This is an optimization exercise on Yosys and OpenROAD, whose aim is small area, not a production implementation. Function was checked by simulation only, so behaviour that the tests miss may differ from the original. No activity file was given, so power comes from the tool's default toggle rates. The clock port is modelled as an ideal driver; clocking choices that lean on that would not hold on a real chip.

== branch raven ==
// sweep_recorder
module sweep_recorder
(
  input  logic              clock,
  input  logic              reset,
  input  logic [IDX_W-1:0]  regnum,
  input  logic [DATA_W-1:0] wdata,
  input  logic              done,
  input  logic [IDX_W-1:0]  rsel,
  output logic [DATA_W-1:0] rdata,
  output logic              sweep_valid,
  output logic [IDX_W-1:0]  sweep_count,
  output logic [IDX_W-1:0]  sweep_first,
  output logic [IDX_W-1:0]  sweep_last,
  output logic              sweep_dir,
  output logic              sweep_err,
  output logic [DATA_W-1:0] checksum
);
Size in the first run: roughly 1100 flip-flops, about 130 I/O pins, ~39000 sq um of cells after synthesis.
clock: 7.0 ns
lec_check: 0
cap_margin: 5
core_margin: 2
core_utilization: 60
cts_cluster_diameter: 80
cts_cluster_size: 28
slew_margin: 5
synth_hierarchical: 1
run.sh (not shown) runs the stock make flow with config.mk's settings and CLKGATE_MAP_FILE= SYNTH_SCRIPT=/design/flow/synth_recipe.tcl, a recipe that flattens the netlist after the stock synthesis.
#### Input delta (branch garnet over branch raven)
Settings: CTS_CLUSTER_DIAMETER removed (was 80); CTS_CLUSTER_SIZE removed (was 28).
==> flow/flow/run.sh (new file) <==
#!/bin/bash
# The standard layout (standard.sh) with these changes:
#  - synthesis maps with ABC's speed script minus its buffer and upsize passes
#    (a copy of ORFS's scripts folder, edited here, in ./scripts); the flip-flops
#    and the rest of synthesis are unchanged,
#  - clock tree synthesis without dummy loads and larger sink clusters,
#  - port buffers of the smallest buffer cell (repair may still resize them).
# make's output goes to flow_make.log here; ORFS keeps each tool's own log under orfs/logs/.
set -euo pipefail
rm -rf scripts
cp -r "$FLOW_HOME/scripts" scripts
sed -i -e '/^buffer -c$/d' -e '/^upsize -c$/d' scripts/abc_speed.script
export CTS_ARGS="-sink_clustering_enable -repair_clock_nets -dont_use_dummy_load -sink_clustering_size 32 -sink_clustering_max_diameter 80"
export BUFFER_PORTS_ARGS="-buffer_cell sky130_fd_sc_hd__buf_1"
bash standard.sh "SCRIPTS_DIR=$PWD/scripts" finish > flow_make.log 2>&1
==> flow/standard.sh (new file) <==
#!/bin/bash
# synth_recipe.tcl (not shown) runs the flow's synth.tcl, then flattens the netlist and writes it again
# the make line also repeats each setting of config.mk as NAME=value (left out here)
make -C /OpenROAD-flow-scripts/flow DESIGN_CONFIG=/design/flow/config.mk WORK_HOME=/design/flow/orfs CLKGATE_MAP_FILE= SYNTH_SCRIPT=/design/flow/synth_recipe.tcl "${@:-finish}"
removed: flow/run.sh
[summary]
Against branch raven, branch garnet reports a met1 layer wirelength in the final routing that is lower. | setup slack at placement | higher: branch garnet |. Summary of the comparison: final period utilization is lower in branch garnet, relative to branch raven. Post-synthesis average cell area delta (branch raven -> branch garnet): insignificant. branch raven -> branch garnet: total clock buffers created by CTS decreased by a little under 10%. Route | branch garnet vs branch raven | wire shorter in branch garnet. branch garnet did not stop at any stage, and its layout met the timing, DRC and antenna checks. Between branch raven and branch garnet, the flow reports total power decreasing by a few percent. Maximum operating frequency, branch garnet and branch raven: larger value in branch garnet.

========
Another version of the RTL of sweep_recorder (not shown whole).
For scale: roughly 1100 flip-flops, about 130 I/O pins.
Design sweep_recorder, start of the top module:
module sweep_recorder
(
  input  logic              clock,
  input  logic              reset,
  input  logic [IDX_W-1:0]  regnum,
  input  logic [DATA_W-1:0] wdata,
  input  logic              done,
  input  logic [IDX_W-1:0]  rsel,
  output logic [DATA_W-1:0] rdata,
  output logic              sweep_valid,
  output logic [IDX_W-1:0]  sweep_count,
  output logic [IDX_W-1:0]  sweep_first,
  output logic [IDX_W-1:0]  sweep_last,
  output logic              sweep_dir,
  output logic              sweep_err,
  output logic [DATA_W-1:0] checksum
);
Settings: LEC_CHECK=0, CAP_MARGIN=12, CORE_MARGIN=2, CORE_UTILIZATION=64, SLEW_MARGIN=10, SYNTH_HIERARCHICAL=1; clock period 7.0 ns.
standard.sh (not shown) runs the stock make flow with config.mk's settings and CLKGATE_MAP_FILE= SYNTH_SCRIPT=/design/flow/synth_recipe.tcl, a recipe that flattens the netlist after the stock synthesis.
==> flow/flow/run.sh <==
#!/bin/bash
# The standard layout (standard.sh) with these changes:
#  - synthesis maps with ABC's speed script minus its buffer and upsize passes
#    (a copy of ORFS's scripts folder, edited here, in ./scripts); the flip-flops
#    and the rest of synthesis are unchanged,
#  - clock tree synthesis without dummy loads and larger sink clusters,
#  - port buffers of the smallest buffer cell (repair may still resize them).
# make's output goes to flow_make.log here; ORFS keeps each tool's own log under orfs/logs/.
set -euo pipefail
rm -rf scripts
cp -r "$FLOW_HOME/scripts" scripts
sed -i -e '/^buffer -c$/d' -e '/^upsize -c$/d' scripts/abc_speed.script
export CTS_ARGS="-sink_clustering_enable -repair_clock_nets -dont_use_dummy_load -sink_clustering_size 31 -sink_clustering_max_diameter 80"
export BUFFER_PORTS_ARGS="-buffer_cell sky130_fd_sc_hd__buf_1"
bash standard.sh "SCRIPTS_DIR=$PWD/scripts" finish > flow_make.log 2>&1
Next try:
--- a/flow/flow/run.sh
+++ b/flow/flow/run.sh
@@ -13 +13 @@
-export CTS_ARGS="-sink_clustering_enable -repair_clock_nets -dont_use_dummy_load -sink_clustering_size 31 -sink_clustering_max_diameter 80"
+export CTS_ARGS="-sink_clustering_enable -repair_clock_nets -dont_use_dummy_load -sink_clustering_size 32 -sink_clustering_max_diameter 80"
Settings changed: CAP_MARGIN 12 to 20, CORE_UTILIZATION 64 to 60, SETUP_SLACK_MARGIN from default to 0.2.
=> Wire length barely changes; via count went down by 0.84%; worst setup slack got worse by 0.19 ns; synthesized area stays the same; worst hold slack is about the same; clock power rises by about 2%; final area grows by 2.8%; sequential share of layout area falls by 1.5 points; cell count came out higher by 1.5%; die area went up by 6.6%; combinational power rises by about 3%.
Next try:
--- a/flow/flow/run.sh
+++ b/flow/flow/run.sh
@@ -13 +13 @@
-export CTS_ARGS="-sink_clustering_enable -repair_clock_nets -dont_use_dummy_load -sink_clustering_size 32 -sink_clustering_max_diameter 80"
+export CTS_ARGS="-sink_clustering_enable -repair_clock_nets -dont_use_dummy_load -sink_clustering_size 31 -sink_clustering_max_diameter 80"
Settings changed: CAP_MARGIN 20 to 14, CORE_UTILIZATION 60 to 62, SETUP_SLACK_MARGIN 0.2 to default.
After rerunning:
- The new run completed with no timing, DRC or antenna violations
- setup slack gains 0.34 ns
- wire length came out higher slightly
- cell count falls slightly
- non-clock buffer count decreases by 11
- utilization climbs by 1.7 points
- maximum frequency grows by a few percent
- area after synthesis is unchanged
- clock skew fell by 0.019 ns
- power barely changes
Next try:
--- a/flow/flow/run.sh
+++ b/flow/flow/run.sh
@@ -13 +13 @@
-export CTS_ARGS="-sink_clustering_enable -repair_clock_nets -dont_use_dummy_load -sink_clustering_size 31 -sink_clustering_max_diameter 80"
+export CTS_ARGS="-sink_clustering_enable -repair_clock_nets -dont_use_dummy_load -sink_clustering_size 32 -sink_clustering_max_diameter 80"
Settings changed: CAP_MARGIN 14 to 10, CORE_UTILIZATION 62 to 60.
Outcome:
- cell area fell slightly
- count of clock-buffer cells in the layout does not change
- area after synthesis does not change
- non-clock buffer count goes down by 29
- register-to-register slack is worse by 0.13 ns
- cell count barely changes
- power drops slightly
- worst setup slack loses 0.46 ns
- hold slack stays flat
- via count falls slightly
- synthesized cell count does not change

========
The RTL this note starts from:
==> flow/design.v <==
package sweep_pkg;
  localparam int IDX_W  = 5;
  localparam int DATA_W = 32;
  localparam int NREGS  = 32;
  localparam logic [IDX_W-1:0] CNT_MAX = 5'd31;
  typedef enum logic [2:0] {
    IDLE,
    SEEN1,
    UP,
    DOWN,
    REPORT
  } state_e;
  typedef struct packed {
    logic [IDX_W-1:0]  count;
    logic [IDX_W-1:0]  first;
    logic [IDX_W-1:0]  last;
    logic              dir;
    logic              err;
    logic [DATA_W-1:0] cks;
  } sweep_t;
endpackage
import sweep_pkg::*;
module regfile32
(
  input  logic              clock,
  input  logic              reset,
  input  logic [IDX_W-1:0]  waddr,
  input  logic [DATA_W-1:0] wdata,
  input  logic [IDX_W-1:0]  raddr,
  output logic [DATA_W-1:0] rdata
);
  logic [NREGS-1:1][DATA_W-1:0] mem_q;
  logic [NREGS-1:1]             vld_q;
  logic [NREGS-1:1]             we;
  logic [NREGS-1:1]             sel;
  for (genvar i = 1; i < NREGS; i++) begin : g_reg
    assign we[i]  = (waddr == IDX_W'(i));
    assign sel[i] = vld_q[i] && (raddr == IDX_W'(i));
    always_ff @(posedge clock) begin
      if (we[i]) begin
        mem_q[i] <= wdata;
      end
    end
    always_ff @(posedge clock or negedge reset) begin
      if (!reset) begin
        vld_q[i] <= 1'b0;
      end else if (we[i]) begin
        vld_q[i] <= 1'b1;
      end
    end
  end
  logic [9:0][DATA_W-1:0] grp_n;
  for (genvar g = 0; g < 10; g++) begin : g_grp
    for (genvar b = 0; b < DATA_W; b++) begin : g_bit
      aoi222 u_aoi (
        .a0 (sel[3*g+1]), .a1 (mem_q[3*g+1][b]),
        .b0 (sel[3*g+2]), .b1 (mem_q[3*g+2][b]),
        .c0 (sel[3*g+3]), .c1 (mem_q[3*g+3][b]),
        .y  (grp_n[g][b])
      );
    end
  end
  always_comb begin
    rdata = {DATA_W{sel[NREGS-1]}} & mem_q[NREGS-1];
    for (int g = 0; g < 10; g++) begin
      rdata = rdata | ~grp_n[g];
    end
  end
endmodule
module aoi222
(
  input  logic a0, a1, b0, b1, c0, c1,
  output logic y
);
  assign y = !((a0 && a1) || (b0 && b1) || (c0 && c1));
endmodule
import sweep_pkg::*;
module sweep_recorder
(
  input  logic              clock,
  input  logic              reset,
  input  logic [IDX_W-1:0]  regnum,
  input  logic [DATA_W-1:0] wdata,
  input  logic              done,
  input  logic [IDX_W-1:0]  rsel,
  output logic [DATA_W-1:0] rdata,
  output logic              sweep_valid,
  output logic [IDX_W-1:0]  sweep_count,
  output logic [IDX_W-1:0]  sweep_first,
  output logic [IDX_W-1:0]  sweep_last,
  output logic              sweep_dir,
  output logic              sweep_err,
  output logic [DATA_W-1:0] checksum
);
  logic act_q, rep_q, up_q, dn_q, done_prev_q;
  logic act_d, up_d, dn_d;
  logic [IDX_W-1:0]  cnt_q, first_q, last_q;
  logic              err_q;
  logic [DATA_W-1:0] cks_q;
  logic [IDX_W-1:0]  cnt_d, first_d, last_d;
  logic              err_d;
  logic [DATA_W-1:0] cks_d;
  logic [IDX_W-1:0]  rpt_cnt_q, rpt_first_q, rpt_last_q;
  logic              rpt_dir_q, rpt_err_q;
  logic [DATA_W-1:0] rpt_cks_q;
  logic [DATA_W-1:0] rpt_cks_d;
  logic idle, wr, is_new, step_up, step_dn, seen1, bad, take, ld;
  regfile32 u_rf (
    .clock (clock),
    .reset (reset),
    .waddr (regnum),
    .wdata (wdata),
    .raddr (rsel),
    .rdata (rdata)
  );
  assign idle    = !act_q && !rep_q;
  assign wr      = (regnum != '0);
  assign is_new  = act_q && wr && (regnum != last_q);
  assign step_up = (regnum == last_q + 5'd1);
  assign step_dn = (regnum == last_q - 5'd1);
  assign seen1   = !up_q && !dn_q;
  assign bad     = seen1 ? !(step_up || step_dn) :
                   up_q  ? !step_up : !step_dn;
  assign ld      = idle || is_new;    
  assign take    = done && !done_prev_q && !rep_q;
  always_comb begin
    act_d   = idle ? wr : act_q;
    up_d    = act_q && (up_q || (seen1 && is_new && step_up));
    dn_d    = act_q && (dn_q || (seen1 && is_new && step_dn));
    first_d = idle ? regnum : first_q;
    last_d  = ld ? regnum : last_q;
    err_d   = act_q && (err_q || (is_new && bad));
    if (idle) begin
      cnt_d = {4'd0, wr};
    end else if (is_new && cnt_q != CNT_MAX) begin
      cnt_d = cnt_q + 5'd1;
    end else begin
      cnt_d = cnt_q;
    end
  end
  for (genvar b = 0; b < DATA_W; b++) begin : g_cks
    cks_bit u_cks (
      .act  (act_q),
      .en   (ld && wr),
      .c    (cks_q[b]),
      .w    (wdata[b]),
      .take (take),
      .r    (rpt_cks_q[b]),
      .c_d  (cks_d[b]),
      .r_d  (rpt_cks_d[b])
    );
  end
  always_ff @(posedge clock) begin
    up_q    <= up_d;
    dn_q    <= dn_d;
    cnt_q   <= cnt_d;
    first_q <= first_d;
    last_q  <= last_d;
    err_q   <= err_d;
    cks_q   <= cks_d;
  end
  always_ff @(posedge clock or negedge reset) begin
    if (!reset) begin
      act_q       <= 1'b0;
      rep_q       <= 1'b0;
      done_prev_q <= 1'b0;
      rpt_cnt_q   <= '0;
      rpt_first_q <= '0;
      rpt_last_q  <= '0;
      rpt_dir_q   <= 1'b0;
      rpt_err_q   <= 1'b0;
      rpt_cks_q   <= '0;
    end else begin
      done_prev_q <= done;
      rep_q       <= take;
      act_q       <= act_d && !take && !rep_q;
      rpt_cks_q   <= rpt_cks_d;
      if (take) begin
        rpt_cnt_q   <= cnt_d;
        rpt_first_q <= first_d;
        rpt_last_q  <= last_d;
        rpt_dir_q   <= up_d;
        rpt_err_q   <= err_d;
      end
    end
  end
  assign sweep_valid = rep_q;
  assign sweep_count = rpt_cnt_q;
  assign sweep_first = rpt_first_q;
  assign sweep_last  = rpt_last_q;
  assign sweep_dir   = rpt_dir_q;
  assign sweep_err   = rpt_err_q;
  assign checksum    = rpt_cks_q;
endmodule
module cks_bit
(
  input  logic act, en, c, w, take, r,
  output logic c_d, r_d
);
  assign c_d = (act && c) ^ (en && w);
  assign r_d = take ? c_d : r;
endmodule
==> flow/config.mk <==
export PLATFORM = sky130hd
export DESIGN_NAME = sweep_recorder
export DESIGN_NICKNAME = sweep_recorder
export VERILOG_FILES = /design/flow/design.v
export SDC_FILE = /design/flow/constraint.sdc
export NUM_CORES = 4
export LEC_CHECK = 0
export CAP_MARGIN = 5
export CORE_MARGIN = 2
export CORE_UTILIZATION = 60
export SLEW_MARGIN = 5
export SYNTH_HIERARCHICAL = 1
==> flow/constraint.sdc <==
create_clock -name core_clock -period 7.0 [get_ports {clock}]
set_input_delay 1.4000 -clock core_clock [delete_from_list [all_inputs] [get_ports {clock}]]
set_output_delay 1.4000 -clock core_clock [all_outputs]
set_load 0.01 [all_outputs]
==> flow/flow/run.sh <==
#!/bin/bash
# The standard layout (standard.sh, unchanged synthesis) with two changes:
#  - clock tree synthesis without dummy loads and larger sink clusters,
#  - port buffers of the smallest buffer cell (repair may still resize them).
# make's output goes to flow_make.log here; ORFS keeps each tool's own log under orfs/logs/.
set -euo pipefail
export CTS_ARGS="-sink_clustering_enable -repair_clock_nets -dont_use_dummy_load -sink_clustering_size 32 -sink_clustering_max_diameter 80"
export BUFFER_PORTS_ARGS="-buffer_cell sky130_fd_sc_hd__buf_1"
bash standard.sh > flow_make.log 2>&1
==> next run, changes <==
==> flow/flow/run.sh (replaced) <==
#!/bin/bash
# The standard layout (standard.sh, unchanged synthesis) with two changes:
#  - clock tree synthesis without dummy loads (sink clusters as in config.mk),
#  - port buffers of the smallest buffer cell (repair may still resize them).
# make's output goes to flow_make.log here; ORFS keeps each tool's own log under orfs/logs/.
set -euo pipefail
export CTS_ARGS="-sink_clustering_enable -repair_clock_nets -dont_use_dummy_load -sink_clustering_size 28 -sink_clustering_max_diameter 80"
export BUFFER_PORTS_ARGS="-buffer_cell sky130_fd_sc_hd__buf_1"
bash standard.sh > flow_make.log 2>&1
CAP_MARGIN = 20   (was 5)
CORE_UTILIZATION = 50   (was 60)
CTS_CLUSTER_DIAMETER = 80   (was unset)
CTS_CLUSTER_SIZE = 28   (was unset)
SLEW_MARGIN = 20   (was 5)
What happened:
- total power rises by 1.9%
- wire length rises by 7.4%
- sequential share of layout area falls by 0.81 points
- setup slack degrades by 87 ps
- worst hold slack improves by 8.0 ps
- flip-flop and latch count is unchanged
- die area rises by 20%

separate check: timing with driven ports:
How much do the figures lean on ideal ports? The routed layouts below were timed once more, with nothing changed but the port constraints. Step 1 assumes that a clkbuf_16 drives the clock port and a buf_2 every other input. Step 2, shift: input delay + t, output delay - t, t = (earliest + latest rising clock arrival at the registers) / 2. This alone moves slack from input paths to output paths. a / b / c = ideal ports / drivers / drivers and shift; a / b = the first two.
run	shift t [ns]	setup WS [ns]	worst hold slack (ns)	worst data-port slew with drivers (ns)
branch raven	0.716	0.727 / 0.682 / 0.682	0.466 / 0.466 / 0.466	0.06
branch garnet	0.697	1.258 / 1.146 / 1.146	0.458 / 0.458 / 0.458	0.12
the first run of note 2	0.681	0.378 / 0.281 / 0.281	0.448 / 0.448 / 0.448	0.11
the second run of note 2	0.672	0.192 / 0.091 / 0.091	0.449 / 0.449 / 0.449	0.11
the third run of note 2	0.686	0.534 / 0.461 / 0.461	0.448 / 0.448 / 0.448	0.10
the fourth run of note 2	0.679	0.078 / 0.013 / 0.013	0.445 / 0.445 / 0.445	0.11
the first run of note 3	0.688	1.278 / 1.224 / 1.224	0.459 / 0.459 / 0.459	0.06
the second run of note 3	0.692	1.191 / 1.162 / 1.162	0.467 / 0.467 / 0.467	0.07
After both steps every run listed still meets setup and hold. The setup slack of branch garnet, which loses most, moves by -0.112 ns with the drivers and by -0.112 ns with both steps.
